This is an optimization exercise on Yosys and OpenROAD, whose aim is small area, a short achievable clock period and few clock cycles per item, not a production implementation.
The RTL was checked by simulation tests, not by an equivalence proof against the original design.
No activity file was given, so power comes from the tool's default toggle rates.

== willow ==
==> flow/design.v (excerpt) <==
module exp_golomb_bit_reader_top
#(
    parameter int BUFFER_WORDS     = egbr_pkg::BUFFER_WORDS_DEF,
    parameter int MAX_PREFIX_ZEROS = egbr_pkg::MAX_PREFIX_ZEROS_DEF
) (
    input  logic      i_clk,
    input  logic      i_rst_n,
    input  logic        i_in_valid,
    input  logic [40:0] i_in_word,     
    output logic        o_in_stall,
    output logic        o_out_valid,
    output logic [41:0] o_out_word,    
    input  logic        i_out_stall
);
Size: ~190 flip-flops, roughly 89 I/O pins.
Settings: LEC_CHECK=0, ABC_AREA=1, CAP_MARGIN=20, CORE_MARGIN=2, CORE_UTILIZATION=40, CTS_BUF_LIST=sky130_fd_sc_hd__clkbuf_8, PLACE_DENSITY=0.6, SETUP_SLACK_MARGIN=1.4, SLEW_MARGIN=20; clock period 5.0 ns.
standard.sh (not shown) runs the stock make flow with config.mk's settings and CLKGATE_MAP_FILE= SYNTH_SCRIPT=/design/flow/synth_recipe.tcl, a recipe that flattens the netlist after the stock synthesis.
==> flow/flow/run.sh <==
#!/bin/bash
set -euo pipefail
export BUFFER_PORTS_ARGS="-buffer_cell sky130_fd_sc_hd__buf_2"
bash standard.sh > flow_make.log 2>&1
Per the final summary, willow finished and its layout is clean on timing, DRC and antenna.
Testbench counts of willow, summed over its fixed seeds: cycles 12,016, items 12,000.
Here is what was changed in the inputs of quartz compared with willow.
Settings: a change of PLACE_DENSITY from 0.6 to 0.55; a change of SETUP_SLACK_MARGIN from 1.4 to 1.5.
Findings:
- Looking at final critical-path share of the clock period, quartz sits 0.67 points below willow.
- The run showing the greater power density normalized to cell area is willow.
- Cell count: quartz vs willow, no meaningful difference
- Worst relative slew slack: quartz worse than willow
- Compared quartz against willow; deepest clock path buffer count within noise.
- Final routed wirelength across all metal layers delta (quartz − willow): unfavourable
- Wire length of the first global-routing pass delta (quartz − willow): unfavourable
- Summary of quartz over willow: buffer count excluding the clock tree in the final layout saw an increase, maximum operating frequency saw an increase, post-route cell area saw little to no change.
- Comparing willow and quartz, reported clock group power is lower on quartz.

========
lane 1:
The RTL this note starts from:
==> flow/design.v <==
package egbr_pkg;
    localparam int BUFFER_WORDS_DEF     = 3;
    localparam int MAX_PREFIX_ZEROS_DEF = 15;
    localparam int QUEUE_DEPTH          = 2;
    localparam int QPTR_W               = $clog2(QUEUE_DEPTH);
    localparam int QCNT_W               = $clog2(QUEUE_DEPTH + 1);
    localparam int MAX_COUNT            = 32;
    localparam logic [2:0] KIND_LOAD = 3'd0;
    localparam logic [2:0] KIND_GET  = 3'd1;
    localparam logic [2:0] KIND_SHOW = 3'd2;
    localparam logic [2:0] KIND_UE   = 3'd3;
    localparam logic [2:0] KIND_SE   = 3'd4;
    localparam logic [1:0] ST_OK    = 2'd0;
    localparam logic [1:0] ST_UNDER = 2'd1;
    localparam logic [1:0] ST_LONG  = 2'd2;
    localparam logic [1:0] ST_FULL  = 2'd3;
    typedef enum logic [2:0] {
        OP_NONE,
        OP_LOAD,
        OP_GET,
        OP_SHOW,
        OP_UE,
        OP_SE
    } t_op;
    typedef struct packed {
        logic [2:0]  kind;
        logic [31:0] stream_word;
        logic [5:0]  bit_count;
    } t_in_word;
    typedef struct packed {
        logic signed [32:0] value;
        logic [1:0]         status;
        logic [6:0]         bits_available;
    } t_out_word;
    typedef struct packed {
        t_op         op;
        logic [31:0] stream_word;
        logic [5:0]  count;
    } t_op_word;
    localparam int OP_WORD_W = 3 + 32 + 6;
    typedef struct packed {
        logic     valid;
        t_op_word entry;
    } t_q_head;
endpackage
module exp_golomb_bit_reader_top
#(
    parameter int BUFFER_WORDS     = egbr_pkg::BUFFER_WORDS_DEF,
    parameter int MAX_PREFIX_ZEROS = egbr_pkg::MAX_PREFIX_ZEROS_DEF
) (
    input  logic      i_clk,
    input  logic      i_rst_n,
    input  logic        i_in_valid,
    input  logic [40:0] i_in_word,     
    output logic        o_in_stall,
    output logic        o_out_valid,
    output logic [41:0] o_out_word,    
    input  logic        i_out_stall
);
    localparam logic [1:0] M_ZERO = 2'd0;
    localparam logic [1:0] M_RAW  = 2'd1;
    localparam logic [1:0] M_UE   = 2'd2;
    localparam logic [1:0] M_SE   = 2'd3;
    logic [31:0] r_w0, r_w1, r_w2;
    logic [2:0]  r_rsel;         
    logic [4:0]  r_ofs;          
    logic [1:0]  r_nw;           
    logic        r_mid_valid;
    logic [31:0] r_part;         
    logic [2:0]  r_rsh;          
    logic [1:0]  r_mode;
    logic [1:0]  r_status;
    logic        r_out_valid;
    logic [41:0] r_out;
    logic [2:0]  kind;
    logic [31:0] data;
    logic [5:0]  count;
    assign kind  = i_in_word[40:38];
    assign data  = i_in_word[37:6];
    assign count = i_in_word[5] ? 6'd32 : i_in_word[5:0];
    logic is_load, is_get, is_rd, is_ue, is_exp;
    assign is_load = (kind == egbr_pkg::KIND_LOAD);
    assign is_get  = (kind == egbr_pkg::KIND_GET);
    assign is_rd   = (kind == egbr_pkg::KIND_GET) || (kind == egbr_pkg::KIND_SHOW);
    assign is_ue   = (kind == egbr_pkg::KIND_UE);
    assign is_exp  = (kind == egbr_pkg::KIND_UE) || (kind == egbr_pkg::KIND_SE);
    logic stall, take;
    assign stall      = r_mid_valid && r_out_valid && i_out_stall;
    assign take       = i_in_valid && !stall;
    assign o_in_stall = stall;
    logic [31:0] first, second;
    assign first  = ({32{r_rsel[0]}} & r_w0) | ({32{r_rsel[1]}} & r_w1) | ({32{r_rsel[2]}} & r_w2);
    assign second = ({32{r_rsel[0]}} & r_w1) | ({32{r_rsel[1]}} & r_w2) | ({32{r_rsel[2]}} & r_w0);
    logic [62:0] a0;
    logic [46:0] a1;
    logic [38:0] a2;
    logic [34:0] a3;
    logic [32:0] a4;
    logic [31:0] top32;
    assign a0    = {first, second[31:1]};
    assign a1    = r_ofs[4] ? a0[46:0] : a0[62:16];
    assign a2    = r_ofs[3] ? a1[38:0] : a1[46:8];
    assign a3    = r_ofs[2] ? a2[34:0] : a2[38:4];
    assign a4    = r_ofs[1] ? a3[32:0] : a3[34:2];
    assign top32 = r_ofs[0] ? a4[31:0] : a4[32:1];
    logic [15:0] top16;
    assign top16 = top32[31:16];
    logic [15:0] first_one;
    logic        long_code;
    always_comb begin
        for (int k = 0; k < 16; k++)
            first_one[k] = top16[15-k] && ((top16 & ~(16'hFFFF >> k)) == 16'd0);
    end
    assign long_code = (top16 == 16'd0);
    logic [6:0] exp_pick;
    always_comb begin
        logic [5:0] s;
        logic       ok;
        exp_pick = '0;
        for (int k = 0; k < 16; k++) begin
            s  = {1'b0, r_ofs} + 6'(2*k + 1);
            ok = (r_nw != 2'd0) && !(r_nw == 2'd1 && s[5] && (s[4:0] != 5'd0));
            exp_pick = exp_pick | ({7{first_one[k]}} & {ok, ok && s[5], s[4:0]});
        end
    end
    logic       exp_ok, exp_wrap;
    logic [4:0] exp_ofs;
    assign {exp_ok, exp_wrap, exp_ofs} = exp_pick;
    logic [4:0] zeros;
    always_comb begin
        zeros = 5'd16;
        for (int i = 0; i < 16; i++) begin
            if (top16[i]) zeros = 5'(15 - i);
        end
    end
    logic [5:0] sum_rd;
    logic       rd_wrap, rd_over;
    assign sum_rd  = {1'b0, r_ofs} + count;
    assign rd_wrap = sum_rd[5];
    assign rd_over = sum_rd[5] && (sum_rd[4:0] != 5'd0);
    logic held16;
    assign held16 = r_nw[1] || (r_nw[0] && (r_ofs <= 5'd16));
    logic rd_ok;
    assign rd_ok = !((r_nw == 2'd0 && count != 6'd0) || (r_nw == 2'd1 && rd_over));
    logic [1:0] status;
    logic [1:0] mode;
    logic       load_ok;
    logic       wrap;
    logic       consume;
    always_comb begin
        status  = egbr_pkg::ST_OK;
        mode    = M_ZERO;
        load_ok = 1'b0;
        if (is_load) begin
            if (r_nw == 2'd3) status = egbr_pkg::ST_FULL;
            else              load_ok = 1'b1;
        end else if (is_rd) begin
            if (!rd_ok) status = egbr_pkg::ST_UNDER;
            else        mode   = (count == 6'd0) ? M_ZERO : M_RAW;
        end else if (is_exp) begin
            if (long_code)    status = held16 ? egbr_pkg::ST_LONG : egbr_pkg::ST_UNDER;
            else if (!exp_ok) status = egbr_pkg::ST_UNDER;
            else              mode   = is_ue ? M_UE : M_SE;
        end
    end
    assign consume = is_exp ? exp_ok : (is_get && rd_ok);
    assign wrap    = is_exp ? exp_wrap : (is_get && rd_ok && rd_wrap);
    logic [4:0] ofs_next;
    assign ofs_next = is_exp ? exp_ofs : sum_rd[4:0];
    logic [4:0]  rsh;
    logic [31:0] p1, part;
    assign rsh  = is_exp ? {~zeros[3:0], 1'b1} : 5'(6'd32 - count);
    assign p1   = rsh[4] ? {16'b0, top32[31:16]} : top32;
    assign part = rsh[3] ? {8'b0, p1[31:8]} : p1;
    logic [2:0] wsel;
    always_comb begin
        unique case (r_nw)
            2'd0:    wsel = r_rsel;
            2'd1:    wsel = {r_rsel[1:0], r_rsel[2]};
            default: wsel = {r_rsel[0], r_rsel[2:1]};
        endcase
    end
    always_ff @(posedge i_clk) begin
        if (!i_rst_n) begin
            r_rsel <= 3'b001;
            r_ofs  <= '0;
            r_nw   <= '0;
        end else if (take) begin
            if (consume) r_ofs <= ofs_next;
            if (wrap) r_rsel <= {r_rsel[1:0], r_rsel[2]};
            if (load_ok)    r_nw <= r_nw + 2'd1;
            else if (wrap)  r_nw <= r_nw - 2'd1;
        end
    end
    always_ff @(posedge i_clk) begin
        if (take && load_ok && wsel[0]) r_w0 <= data;
    end
    always_ff @(posedge i_clk) begin
        if (take && load_ok && wsel[1]) r_w1 <= data;
    end
    always_ff @(posedge i_clk) begin
        if (take && load_ok && wsel[2]) r_w2 <= data;
    end
    always_ff @(posedge i_clk) begin
        if (!i_rst_n)    r_mid_valid <= 1'b0;
        else if (!stall) r_mid_valid <= i_in_valid;
    end
    always_ff @(posedge i_clk) begin
        if (take) begin
            r_part   <= part;
            r_rsh    <= rsh[2:0];
            r_mode   <= mode;
            r_status <= status;
        end
    end
    logic [31:0] q1, q2, code;
    assign q1   = r_rsh[2] ? {4'b0, r_part[31:4]} : r_part;
    assign q2   = r_rsh[1] ? {2'b0, q1[31:2]} : q1;
    assign code = r_rsh[0] ? {1'b0, q2[31:1]} : q2;
    logic [15:0] any_below;      
    always_comb begin
        for (int i = 0; i < 16; i++) any_below[i] = |(code[15:0] & 16'((32'd1 << i) - 32'd1));
    end
    logic [32:0] value;
    always_comb begin
        unique case (r_mode)
            M_ZERO:  value = '0;
            M_RAW:   value = {1'b0, code};
            M_UE:    value = {17'b0, code[15:0] ^ ~any_below};
            default: begin
                for (int i = 0; i < 15; i++)
                    value[i] = code[i+1] ^ (code[0] && ((code[15:0] & 16'((32'd2 << i) - 32'd2)) != '0));
                value[32:15] = {18{code[0] && (code[15:1] != 15'd0)}};
            end
        endcase
    end
    logic adv;
    assign adv = !(r_out_valid && i_out_stall);
    always_ff @(posedge i_clk) begin
        if (!i_rst_n)  r_out_valid <= 1'b0;
        else if (adv)  r_out_valid <= r_mid_valid;
    end
    always_ff @(posedge i_clk) begin
        if (adv && r_mid_valid) r_out <= {value, r_status, 7'({r_nw, 5'b0}) - 7'(r_ofs)};
    end
    assign o_out_valid = r_out_valid;
    assign o_out_word  = r_out;
endmodule
clock: 5.0 ns
lec_check: 0
abc_area: 1
cap_margin: 20
core_margin: 2
core_utilization: 45
cts_buf_list: sky130_fd_sc_hd__clkbuf_8
place_density: 0.65
setup_slack_margin: 1.65
slew_margin: 20
Scripts as last shown in full above: flow/flow/run.sh
Testbench counts of lane 1, summed over its fixed seeds: cycles 12,016, items 12,000.
--- input diff lane 1..lane 2 ---
- a change of PLACE_DENSITY from 0.65 to 0.55
- a change of CORE_UTILIZATION from 45 to 40
## What came out
Sort lane 1 and lane 2 by share of power burned in combinational logic desc -> top: lane 2. When lane 2 is measured against lane 1, its cell-internal power turns out 0.43% lower. Lane 2 against lane 1: clock skew did not really move, largest vdd supply drop went up.
Here is what was changed in the inputs of lane 3 compared with lane 2.
- PLACE_DENSITY: 0.55 -> 0.65
- SETUP_SLACK_MARGIN: 1.65 -> 1.5
- CORE_UTILIZATION: 40 -> 45
==> run summary <==
- Between lane 3 and lane 2, the final-layout clock-cell area share figures differ only marginally.
- Of lane 3 and lane 2, the run reporting the lower routing usage on met2 was lane 2.
- Looking only at area growth from synthesis to layout, and setting everything else aside, the lower value of lane 3 and lane 2 goes to lane 3.
- Lane 3 did not stop at any stage, and its layout met the timing, DRC and antenna checks.
- Lane 2 vs lane 3, launch point of the critical path: r_ofs[4] vs r_rsel[1]
- Changes observed in lane 3 relative to lane 2: critical path data arrival time rose by 0.26 ns; critical path depth rose by 2; design area fell by 4.2%; post-route worst hold slack rose by 0.021 ns.
Changes in lane 4 relative to lane 3:
- a change of PLACE_DENSITY from 0.65 to 0.55
- a change of SETUP_SLACK_MARGIN from 1.5 to 1.3
- a change of CORE_UTILIZATION from 45 to 40
### Flow results
Going from lane 3 to lane 4, final area shrank slightly. Lane 4 did not stop at any stage, and its layout met the timing, DRC and antenna checks. Lane 4 against lane 3: final clock period utilization by the worst path grew by 1.6 points; final worst slack shrank by 0.082 ns; non-clock inverter total of the final layout shrank by 1; wire length reported by the detailed router held steady.
What lane 5 does differently from lane 4 at the input level:
- a change of SETUP_SLACK_MARGIN from 1.3 to 1.5
- a change of CORE_UTILIZATION from 40 to 45
- a change of PLACE_DENSITY from 0.55 to 0.65
- an added TNS_END_PERCENT of 20
==> run summary <==
Count of flip-flops with a built-in enable after synthesis: lane 5 vs lane 4 identical. Lane 4 -> lane 5: layout net count flat. Lane 5 and lane 4 ended up with nearly the same sequential share of layout area. Lane 5: global-route usage over all layers is 1.4 points higher than what lane 4 reported. Lane 4 → lane 5: starting density of the core rose 5.3 points; cell area about even; total power fell 0.000074 W. Clock network contribution to total cell area: lane 5 vs lane 4 — no meaningful difference. Lane 5 improves on lane 4 in wire length after detailed routing.

## what the ideal ports hide
Ports are ideal in the flow. The routed layouts listed here were re-timed in OpenROAD.
Step 1 sets driving cells, clkbuf_16 on the clock port and buf_2 on the other inputs (assumed; they add their load-dependent delay and slew).
Step 2 adds t to the input delays and takes it off the output delays; t is the mean of the earliest and latest rising clock arrival at the registers after step 1. Input paths then give back, and output paths get back, about the clock's delay inside the block.
Slacks: ideal / step 1 / step 2; pairs: ideal / step 1.
run	t (ns)	setup WS [ns]	worst data-port slew with drivers (ns)	pins driven straight from the clock port
willow	0.566	1.580 / 1.580 / 1.284	0.07	1
quartz	0.555	1.613 / 1.632 / 1.089	0.05	1
lane 1	0.552	1.724 / 1.724 / 1.419	0.05	1
lane 2	0.572	1.753 / 1.753 / 1.305	0.04	1
lane 3	0.548	1.622 / 1.622 / 1.247	0.06	1
lane 4	0.562	1.539 / 1.539 / 1.124	0.04	1
lane 5	0.556	1.541 / 1.541 / 1.220	0.04	1
After both steps every run listed still meets setup and hold. The setup slack of quartz, which loses most, moves by +0.019 ns with the drivers and by -0.524 ns with both steps.
